From an optimization exercise on the open Yosys and OpenROAD flow, aimed at small area, a short achievable clock period and few clock cycles; shortcuts taken in it are not production practice.
The RTL was checked by simulation tests, not by an equivalence proof against the original design.
Power is estimated from default activity; no workload was simulated.

==> module rsc_viterbi_decoder, before the edit <==
module rsc_viterbi_decoder #(
  parameter int K    = 120,
  parameter int PM_W = 9
) (
  input  logic clock,
  input  logic aclr,
  input  logic start,
  input  logic in_valid,
  input  logic x_in,
  input  logic z_in,
  output logic busy,
  output logic out_valid,
  output logic c_out,
  output logic out_last
);
  localparam int NSYM = K + 3;
  localparam int CW   = $clog2(NSYM + 1);
  localparam int PL   = K - 3;    
  localparam int MW   = 4;        
  logic          busy_r, acc_r, em_r;   
  logic [CW-1:0] cnt;
  logic          phi;
  logic          take, em_last;
  logic          v1, f0, f1, f2, fsh, fa, fb, fl;    
  logic          x1, z1;
  logic [MW-1:0] pm     [8];
  logic [MW-1:0] pm_nxt [8];
  logic [7:0]    d;
  logic [PL-1:0] st [8];
  logic [7:0]    s0, s1;
  logic          sh;
  logic [3:0]    ta;
  logic [1:0]    tb2;
  logic [2:0]    cur, wfin, hist;
  always_comb begin
    take    = acc_r & in_valid;
    em_last = (cnt == CW'(K - 1));
  end
  always_comb begin
    for (int k = 0; k < 4; k++) begin
      logic [MW-1:0] a, b;
      logic [2:0] dh, ai, bi;
      logic lm, l0, le0, lo, cz, co, ct, dk, dk4, ck, ck4;
      a   = pm[2*k];
      b   = pm[2*k+1];
      dh  = b[3:1] - a[3:1];
      lm  = (dh == 3'b110);
      l0  = dh[2];
      le0 = dh[2] | (dh == 3'b000);
      ai  = a[3:1] + 3'd1;
      bi  = b[3:1] + 3'd1;
      lo  = a[0];
      co  = x1 ^ z1 ^ k[0] ^ k[1];
      ct  = (x1 ^ k[0]) & (z1 ^ k[1]);
      cz  = !co & !ct;
      dk  = cz ? lm : co ? l0 : le0;
      dk4 = cz ? le0 : co ? l0 : lm;
      if (f0 && k == 0) begin dk = 1'b0; dk4 = 1'b0; end
      if (f1 && k[0] == 1'b0) begin dk = 1'b0; dk4 = 1'b0; end
      if (f2) begin dk = 1'b0; dk4 = 1'b0; end
      ck  = dk  ? (cz | (co & lo)) : (ct | (co & lo));
      ck4 = dk4 ? (ct | (co & lo)) : (cz | (co & lo));
      d[k]   = dk;
      d[k+4] = dk4;
      pm_nxt[k]   = {dk  ? (ck  ? bi : b[3:1]) : (ck  ? ai : a[3:1]), lo ^ co};
      pm_nxt[k+4] = {dk4 ? (ck4 ? bi : b[3:1]) : (ck4 ? ai : a[3:1]), lo ^ co};
    end
  end
  logic       p1a, p1b, p0a, p0b, bita, bitb, p0, bit0, wnext;
  logic [2:0] wa, wb, w;
  always_comb begin
    p1a  = tb2[0];
    p1b  = tb2[1];
    p0a  = ta[{1'b0, p1a}];
    p0b  = ta[{1'b1, p1b}];
    wa   = {1'b0, p1a, p0a};
    wb   = {1'b1, p1b, p0b};
    bita = st[wa][PL-1];
    bitb = st[wb][PL-1];
    w    = d[0] ? wb : wa;
    p0   = d[0] ? p0b : p0a;
    bit0 = (d[0] ? bitb : bita) ^ phi;
    if (cnt < CW'(PL - 1))       wnext = st[cur][PL-2] ^ phi;
    else if (cnt == CW'(PL - 1)) wnext = wfin[0];
    else if (cnt == CW'(PL))     wnext = wfin[1];
    else                         wnext = wfin[2];
  end
  logic fin, shift_next, em_next, em_go;
  logic [2:0] cur_next;
  always_comb begin
    fin        = v1 & fl;
    em_go      = em_r & !em_last;
    em_next    = em_go | fin;
    cur_next   = fin ? w : {1'b0, cur[2:1]};
    shift_next = (v1 & fsh) | em_next;
  end
  always_ff @(posedge clock or posedge aclr) begin
    if (aclr) begin
      busy_r <= 1'b0; busy <= 1'b0; acc_r <= 1'b0; em_r <= 1'b0; cnt <= '0;
      v1 <= 1'b0; f0 <= 1'b0; f1 <= 1'b0; f2 <= 1'b0; fsh <= 1'b0; fa <= 1'b0; fb <= 1'b0; fl <= 1'b0;
      phi <= 1'b0;
      out_valid <= 1'b0; c_out <= 1'b0; out_last <= 1'b0;
    end else begin
      phi <= ~phi;
      v1  <= take;
      f0  <= take & (cnt == CW'(0));
      f1  <= take & (cnt == CW'(1));
      f2  <= take & (cnt == CW'(2));
      fsh <= take & (cnt >= CW'(3)) & (cnt < CW'(K));
      fa  <= take & (cnt == CW'(K));
      fb  <= take & (cnt == CW'(K + 1));
      fl  <= take & (cnt == CW'(K + 2));
      if (!busy_r) begin
        if (start) begin
          busy_r <= 1'b1;
          busy   <= 1'b1;
          acc_r  <= 1'b1;
          cnt    <= '0;
        end
      end else if (take) begin
        cnt <= cnt + 1'b1;
        if (cnt == CW'(NSYM - 1)) acc_r <= 1'b0;
      end
      if (fin) begin
        em_r <= 1'b1;
        cnt  <= '0;
      end
      if (em_r) begin
        if (em_last) begin
          em_r   <= 1'b0;
          busy_r <= 1'b0;
          busy   <= 1'b0;
        end else begin
          cnt <= cnt + 1'b1;
        end
      end
      out_valid <= em_next;
      c_out     <= fin ? bit0 : em_go & (wnext ^ hist[1] ^ hist[0]);
      out_last  <= em_r & (cnt == CW'(K - 2));
    end
  end
  always_ff @(posedge clock) begin
    x1 <= x_in;
    z1 <= z_in;
    if (!busy_r) begin
      for (int i = 0; i < 8; i++) pm[i] <= '0;
    end else if (v1) begin
      for (int i = 0; i < 8; i++) pm[i] <= pm_nxt[i];
    end
    if (v1 & fa) ta  <= d[3:0];
    if (v1 & fb) tb2 <= d[1:0];
    if (fin) begin
      wfin <= w;
      hist <= {bit0, 2'b00};
    end else if (em_r) begin
      hist <= {wnext, hist[2:1]};
    end
    cur <= cur_next;
    for (int n = 0; n < 8; n++) begin
      s1[n] <= shift_next & ((v1 & fsh) ? d[n]  : cur_next[0]);
      s0[n] <= shift_next & ((v1 & fsh) ? !d[n] : !cur_next[0]);
    end
    sh <= !shift_next;
    for (int n = 0; n < 8; n++) begin
      st[n][0] <= ~(((s0[n] | s1[n]) & (s1[n] ^ phi)) | (sh & st[n][0]));
      for (int j = 1; j < PL; j++)
        st[n][j] <= ~((s0[n] & st[2*(n%4)][j-1]) | (s1[n] & st[2*(n%4)+1][j-1]) | (sh & st[n][j]));
    end
  end
endmodule
==> flow/config.mk <==
export PLATFORM = sky130hd
export DESIGN_NAME = rsc_viterbi_decoder
export DESIGN_NICKNAME = rsc_viterbi_decoder
export VERILOG_FILES = /design/flow/design.v
export SDC_FILE = /design/flow/constraint.sdc
export NUM_CORES = 4
export LEC_CHECK = 0
export ABC_CLOCK_PERIOD_IN_PS = 2500
export CAP_MARGIN = 20
export CORE_MARGIN = 2
export CORE_UTILIZATION = 60
export CTS_CLUSTER_DIAMETER = 100
export CTS_CLUSTER_SIZE = 30
export SETUP_SLACK_MARGIN = 5
export SLEW_MARGIN = 20
==> flow/constraint.sdc <==
create_clock -name core_clock -period 7.5 [get_ports {clock}]
set_input_delay 1.5000 -clock core_clock [delete_from_list [all_inputs] [get_ports {clock}]]
set_output_delay 1.5000 -clock core_clock [all_outputs]
set_load 0.01 [all_outputs]
run.sh (not shown) runs the stock make flow with config.mk's settings and CLKGATE_MAP_FILE= SYNTH_SCRIPT=/design/flow/synth_recipe.tcl, a recipe that flattens the netlist after the stock synthesis.
Testbench counts at the start, summed over its fixed seeds: cycles 47,040.
Edit:
--- a/flow/design.v
+++ b/flow/design.v
@@ -22,5 +22,5 @@
   logic          phi;
   logic          take, em_last;
-  logic          v1, f0, f1, f2, fsh, fa, fb, fl;    
+  logic          v1, fsh, fa, fb, fl;    
   logic          x1, z1;
   logic [MW-1:0] pm     [8];
@@ -56,7 +56,4 @@
       dk  = cz ? lm : co ? l0 : le0;
       dk4 = cz ? le0 : co ? l0 : lm;
-      if (f0 && k == 0) begin dk = 1'b0; dk4 = 1'b0; end
-      if (f1 && k[0] == 1'b0) begin dk = 1'b0; dk4 = 1'b0; end
-      if (f2) begin dk = 1'b0; dk4 = 1'b0; end
       ck  = dk  ? (cz | (co & lo)) : (ct | (co & lo));
       ck4 = dk4 ? (ct | (co & lo)) : (cz | (co & lo));
@@ -98,5 +95,5 @@
     if (aclr) begin
       busy_r <= 1'b0; busy <= 1'b0; acc_r <= 1'b0; em_r <= 1'b0; cnt <= '0;
-      v1 <= 1'b0; f0 <= 1'b0; f1 <= 1'b0; f2 <= 1'b0; fsh <= 1'b0; fa <= 1'b0; fb <= 1'b0; fl <= 1'b0;
+      v1 <= 1'b0; fsh <= 1'b0; fa <= 1'b0; fb <= 1'b0; fl <= 1'b0;
       phi <= 1'b0;
       out_valid <= 1'b0; c_out <= 1'b0; out_last <= 1'b0;
@@ -104,7 +101,4 @@
       phi <= ~phi;
       v1  <= take;
-      f0  <= take & (cnt == CW'(0));
-      f1  <= take & (cnt == CW'(1));
-      f2  <= take & (cnt == CW'(2));
       fsh <= take & (cnt >= CW'(3)) & (cnt < CW'(K));
       fa  <= take & (cnt == CW'(K));
@@ -144,5 +138,6 @@
     z1 <= z_in;
     if (!busy_r) begin
-      for (int i = 0; i < 8; i++) pm[i] <= '0;
+      pm[0] <= '0;
+      for (int i = 1; i < 8; i++) pm[i] <= MW'(4);
     end else if (v1) begin
       for (int i = 0; i < 8; i++) pm[i] <= pm_nxt[i];
Result: The changed run completed with no timing, DRC or antenna violations. Worst setup slack is better by 36 ps. Clock power hardly moves. Power is lower by 4.2%. Core utilization is lower by 0.12 points. Global-route usage is lower by 0.51 points.
Testbench counts after the change, summed over its fixed seeds: cycles 47,040.

========
The RTL this note starts from:
==> flow/design.v <==
module rsc_viterbi_decoder #(
  parameter int K    = 120,
  parameter int PM_W = 9
) (
  input  logic clock,
  input  logic aclr,
  input  logic start,
  input  logic in_valid,
  input  logic x_in,
  input  logic z_in,
  output logic busy,
  output logic out_valid,
  output logic c_out,
  output logic out_last
);
  localparam int NSYM = K + 3;
  localparam int CW   = $clog2(NSYM + 1);
  localparam int PL   = K - 3;    
  localparam int MW   = 4;        
  logic          busy_r, acc_r, em_r;   
  logic [CW-1:0] cnt;
  logic          phi;
  logic          take, em_last;
  logic          v1, f0, f1, f2, fsh, fa, fb, fl;    
  logic          x1, z1;
  logic [MW-1:0] pm     [8];
  logic [MW-1:0] pm_nxt [8];
  logic [7:0]    d;
  logic [PL-1:0] st [8];
  logic [7:0]    s0, s1;
  logic          sh;
  logic [3:0]    ta;
  logic [1:0]    tb2;
  logic [2:0]    cur, wfin, hist;
  always_comb begin
    take    = acc_r & in_valid;
    em_last = (cnt == CW'(K - 1));
  end
  always_comb begin
    for (int k = 0; k < 4; k++) begin
      logic [MW-1:0] a, b;
      logic [2:0] dh, ai, bi;
      logic lm, l0, le0, lo, cz, co, ct, dk, dk4, ck, ck4;
      a   = pm[2*k];
      b   = pm[2*k+1];
      dh  = b[3:1] - a[3:1];
      lm  = (dh == 3'b110);
      l0  = dh[2];
      le0 = dh[2] | (dh == 3'b000);
      ai  = a[3:1] + 3'd1;
      bi  = b[3:1] + 3'd1;
      lo  = a[0];
      co  = x1 ^ z1 ^ k[0] ^ k[1];
      ct  = (x1 ^ k[0]) & (z1 ^ k[1]);
      cz  = !co & !ct;
      dk  = cz ? lm : co ? l0 : le0;
      dk4 = cz ? le0 : co ? l0 : lm;
      if (f0 && k == 0) begin dk = 1'b0; dk4 = 1'b0; end
      if (f1 && k[0] == 1'b0) begin dk = 1'b0; dk4 = 1'b0; end
      if (f2) begin dk = 1'b0; dk4 = 1'b0; end
      ck  = dk  ? (cz | (co & lo)) : (ct | (co & lo));
      ck4 = dk4 ? (ct | (co & lo)) : (cz | (co & lo));
      d[k]   = dk;
      d[k+4] = dk4;
      pm_nxt[k]   = {dk  ? (ck  ? bi : b[3:1]) : (ck  ? ai : a[3:1]), lo ^ co};
      pm_nxt[k+4] = {dk4 ? (ck4 ? bi : b[3:1]) : (ck4 ? ai : a[3:1]), lo ^ co};
    end
  end
  logic       p1a, p1b, p0a, p0b, bita, bitb, p0, bit0, wnext;
  logic [2:0] wa, wb, w;
  always_comb begin
    p1a  = tb2[0];
    p1b  = tb2[1];
    p0a  = ta[{1'b0, p1a}];
    p0b  = ta[{1'b1, p1b}];
    wa   = {1'b0, p1a, p0a};
    wb   = {1'b1, p1b, p0b};
    bita = st[wa][PL-1];
    bitb = st[wb][PL-1];
    w    = d[0] ? wb : wa;
    p0   = d[0] ? p0b : p0a;
    bit0 = (d[0] ? bitb : bita) ^ phi;
    if (cnt < CW'(PL - 1))       wnext = st[cur][PL-2] ^ phi;
    else if (cnt == CW'(PL - 1)) wnext = wfin[0];
    else if (cnt == CW'(PL))     wnext = wfin[1];
    else                         wnext = wfin[2];
  end
  logic fin, shift_next, em_next, em_go;
  logic [2:0] cur_next;
  always_comb begin
    fin        = v1 & fl;
    em_go      = em_r & !em_last;
    em_next    = em_go | fin;
    cur_next   = fin ? w : {1'b0, cur[2:1]};
    shift_next = (v1 & fsh) | em_next;
  end
  always_ff @(posedge clock or posedge aclr) begin
    if (aclr) begin
      busy_r <= 1'b0; busy <= 1'b0; acc_r <= 1'b0; em_r <= 1'b0; cnt <= '0;
      v1 <= 1'b0; f0 <= 1'b0; f1 <= 1'b0; f2 <= 1'b0; fsh <= 1'b0; fa <= 1'b0; fb <= 1'b0; fl <= 1'b0;
      phi <= 1'b0;
      out_valid <= 1'b0; c_out <= 1'b0; out_last <= 1'b0;
    end else begin
      phi <= ~phi;
      v1  <= take;
      f0  <= take & (cnt == CW'(0));
      f1  <= take & (cnt == CW'(1));
      f2  <= take & (cnt == CW'(2));
      fsh <= take & (cnt >= CW'(3)) & (cnt < CW'(K));
      fa  <= take & (cnt == CW'(K));
      fb  <= take & (cnt == CW'(K + 1));
      fl  <= take & (cnt == CW'(K + 2));
      if (!busy_r) begin
        if (start) begin
          busy_r <= 1'b1;
          busy   <= 1'b1;
          acc_r  <= 1'b1;
          cnt    <= '0;
        end
      end else if (take) begin
        cnt <= cnt + 1'b1;
        if (cnt == CW'(NSYM - 1)) acc_r <= 1'b0;
      end
      if (fin) begin
        em_r <= 1'b1;
        cnt  <= '0;
      end
      if (em_r) begin
        if (em_last) begin
          em_r   <= 1'b0;
          busy_r <= 1'b0;
          busy   <= 1'b0;
        end else begin
          cnt <= cnt + 1'b1;
        end
      end
      out_valid <= em_next;
      c_out     <= fin ? bit0 : em_go & (wnext ^ hist[1] ^ hist[0]);
      out_last  <= em_r & (cnt == CW'(K - 2));
    end
  end
  always_ff @(posedge clock) begin
    x1 <= x_in;
    z1 <= z_in;
    if (!busy_r) begin
      for (int i = 0; i < 8; i++) pm[i] <= '0;
    end else if (v1) begin
      for (int i = 0; i < 8; i++) pm[i] <= pm_nxt[i];
    end
    if (v1 & fa) ta  <= d[3:0];
    if (v1 & fb) tb2 <= d[1:0];
    if (fin) begin
      wfin <= w;
      hist <= {bit0, 2'b00};
    end else if (em_r) begin
      hist <= {wnext, hist[2:1]};
    end
    cur <= cur_next;
    for (int n = 0; n < 8; n++) begin
      s1[n] <= shift_next & ((v1 & fsh) ? d[n]  : cur_next[0]);
      s0[n] <= shift_next & ((v1 & fsh) ? !d[n] : !cur_next[0]);
    end
    sh <= !shift_next;
    for (int n = 0; n < 8; n++) begin
      st[n][0] <= ~(((s0[n] | s1[n]) & (s1[n] ^ phi)) | (sh & st[n][0]));
      for (int j = 1; j < PL; j++)
        st[n][j] <= ~((s0[n] & st[2*(n%4)][j-1]) | (s1[n] & st[2*(n%4)+1][j-1]) | (sh & st[n][j]));
    end
  end
endmodule
clock: 7.5 ns
lec_check: 0
abc_clock_period_in_ps: 2500
cap_margin: 20
core_margin: 2
core_utilization: 72
cts_cluster_diameter: 100
cts_cluster_size: 30
setup_slack_margin: 5
slew_margin: 20
The baseline passed the timing, DRC and antenna checks.
Testbench counts at the start, summed over its fixed seeds: cycles 47,040.
Next try:
--- a/flow/design.v
+++ b/flow/design.v
@@ -14,18 +14,19 @@
   output logic out_last
 );
   localparam int NSYM = K + 3;
   localparam int CW   = $clog2(NSYM + 1);
   localparam int PL   = K - 3;    
-  localparam int MW   = 4;        
+  localparam int MW   = 3;        
   logic          busy_r, acc_r, em_r;   
   logic [CW-1:0] cnt;
   logic          phi;
   logic          take, em_last;
-  logic          v1, f0, f1, f2, fsh, fa, fb, fl;    
+  logic          v1, fsh, fa, fb, fl;    
   logic          x1, z1;
   logic [MW-1:0] pm     [8];
+  logic          par;
   logic [MW-1:0] pm_nxt [8];
   logic [7:0]    d;
   logic [PL-1:0] st [8];
   logic [7:0]    s0, s1;
   logic          sh;
@@ -36,36 +37,32 @@
     take    = acc_r & in_valid;
     em_last = (cnt == CW'(K - 1));
   end
   always_comb begin
     for (int k = 0; k < 4; k++) begin
-      logic [MW-1:0] a, b;
-      logic [2:0] dh, ai, bi;
+      logic [MW-1:0] a, b, ai, bi, dh;
       logic lm, l0, le0, lo, cz, co, ct, dk, dk4, ck, ck4;
       a   = pm[2*k];
       b   = pm[2*k+1];
-      dh  = b[3:1] - a[3:1];
+      dh  = b - a;
       lm  = (dh == 3'b110);
       l0  = dh[2];
       le0 = dh[2] | (dh == 3'b000);
-      ai  = a[3:1] + 3'd1;
-      bi  = b[3:1] + 3'd1;
-      lo  = a[0];
+      ai  = a + 3'd1;
+      bi  = b + 3'd1;
+      lo  = k[0] ^ par;
       co  = x1 ^ z1 ^ k[0] ^ k[1];
       ct  = (x1 ^ k[0]) & (z1 ^ k[1]);
       cz  = !co & !ct;
       dk  = cz ? lm : co ? l0 : le0;
       dk4 = cz ? le0 : co ? l0 : lm;
-      if (f0 && k == 0) begin dk = 1'b0; dk4 = 1'b0; end
-      if (f1 && k[0] == 1'b0) begin dk = 1'b0; dk4 = 1'b0; end
-      if (f2) begin dk = 1'b0; dk4 = 1'b0; end
       ck  = dk  ? (cz | (co & lo)) : (ct | (co & lo));
       ck4 = dk4 ? (ct | (co & lo)) : (cz | (co & lo));
       d[k]   = dk;
       d[k+4] = dk4;
-      pm_nxt[k]   = {dk  ? (ck  ? bi : b[3:1]) : (ck  ? ai : a[3:1]), lo ^ co};
-      pm_nxt[k+4] = {dk4 ? (ck4 ? bi : b[3:1]) : (ck4 ? ai : a[3:1]), lo ^ co};
+      pm_nxt[k]   = dk  ? (ck  ? bi : b) : (ck  ? ai : a);
+      pm_nxt[k+4] = dk4 ? (ck4 ? bi : b) : (ck4 ? ai : a);
     end
   end
   logic       p1a, p1b, p0a, p0b, bita, bitb, p0, bit0, wnext;
   logic [2:0] wa, wb, w;
   always_comb begin
@@ -95,19 +92,16 @@
     shift_next = (v1 & fsh) | em_next;
   end
   always_ff @(posedge clock or posedge aclr) begin
     if (aclr) begin
       busy_r <= 1'b0; busy <= 1'b0; acc_r <= 1'b0; em_r <= 1'b0; cnt <= '0;
-      v1 <= 1'b0; f0 <= 1'b0; f1 <= 1'b0; f2 <= 1'b0; fsh <= 1'b0; fa <= 1'b0; fb <= 1'b0; fl <= 1'b0;
+      v1 <= 1'b0; fsh <= 1'b0; fa <= 1'b0; fb <= 1'b0; fl <= 1'b0;
       phi <= 1'b0;
       out_valid <= 1'b0; c_out <= 1'b0; out_last <= 1'b0;
     end else begin
       phi <= ~phi;
       v1  <= take;
-      f0  <= take & (cnt == CW'(0));
-      f1  <= take & (cnt == CW'(1));
-      f2  <= take & (cnt == CW'(2));
       fsh <= take & (cnt >= CW'(3)) & (cnt < CW'(K));
       fa  <= take & (cnt == CW'(K));
       fb  <= take & (cnt == CW'(K + 1));
       fl  <= take & (cnt == CW'(K + 2));
       if (!busy_r) begin
@@ -141,13 +135,16 @@
   end
   always_ff @(posedge clock) begin
     x1 <= x_in;
     z1 <= z_in;
     if (!busy_r) begin
-      for (int i = 0; i < 8; i++) pm[i] <= '0;
+      pm[0] <= '0;
+      for (int i = 1; i < 8; i++) pm[i] <= MW'(2);
+      par <= 1'b0;
     end else if (v1) begin
       for (int i = 0; i < 8; i++) pm[i] <= pm_nxt[i];
+      par <= par ^ x1 ^ z1;
     end
     if (v1 & fa) ta  <= d[3:0];
     if (v1 & fb) tb2 <= d[1:0];
     if (fin) begin
       wfin <= w;
Result: The changed run completed with no timing, DRC or antenna violations; setup slack degrades by 0.025 ns; synthesized cell count is lower by 0.74%; total power came out lower by about 9%; flip-flop and latch count shrinks by 4; clock skew goes down by 0.011 ns; global-route usage goes down by 0.70 points; sequential power fell by about 4%; clock power drops by about 4%; hold slack barely changes; combinational power fell by about 22%; area after synthesis shrinks by 0.47%; count of clock-buffer cells in the layout fell by 3; cell area falls by about 1.2%.
Testbench counts after the change, summed over its fixed seeds: cycles 47,040.

==> separate check: timing with driven ports <==
The results above use ideal ports. As a check the final layouts listed here were re-extracted and re-timed, cells and wires unchanged. Step 1 (the two cells are an assumption about what drives the block):
set clk [get_ports {clock}]
set_driving_cell -lib_cell sky130_fd_sc_hd__clkbuf_16 $clk
set_driving_cell -lib_cell sky130_fd_sc_hd__buf_2 [delete_from_list [all_inputs] $clk]
Step 2 adds t to the input delays and takes it off the output delays; t is the mean of the earliest and latest rising clock arrival at the registers after step 1. Input paths then give back, and output paths get back, about the clock's delay inside the block. a / b / c = ideal / step 1 / step 2; a / b = the first two.
run	t (ns)	slack for setup (ns)	clock arrival spread, ns	slew at the worst register clock pin (ns)	pins driven straight from the clock port
the first run of note 1	0.674	4.837 / 4.773 / 4.501	0.047 / 0.047	0.11 / 0.11	1
the second run of note 1	0.672	4.874 / 4.809 / 4.486	0.040 / 0.041	0.12 / 0.12	1
the first run of note 2	0.648	4.853 / 4.791 / 4.571	0.046 / 0.046	0.11 / 0.11	1
the second run of note 2	0.667	4.828 / 4.803 / 4.491	0.028 / 0.027	0.11 / 0.11	1
After both steps every run listed still meets setup and hold. For the second run of note 1, which loses most, drivers alone change the setup slack by -0.065 ns; drivers and shift together by -0.388 ns.
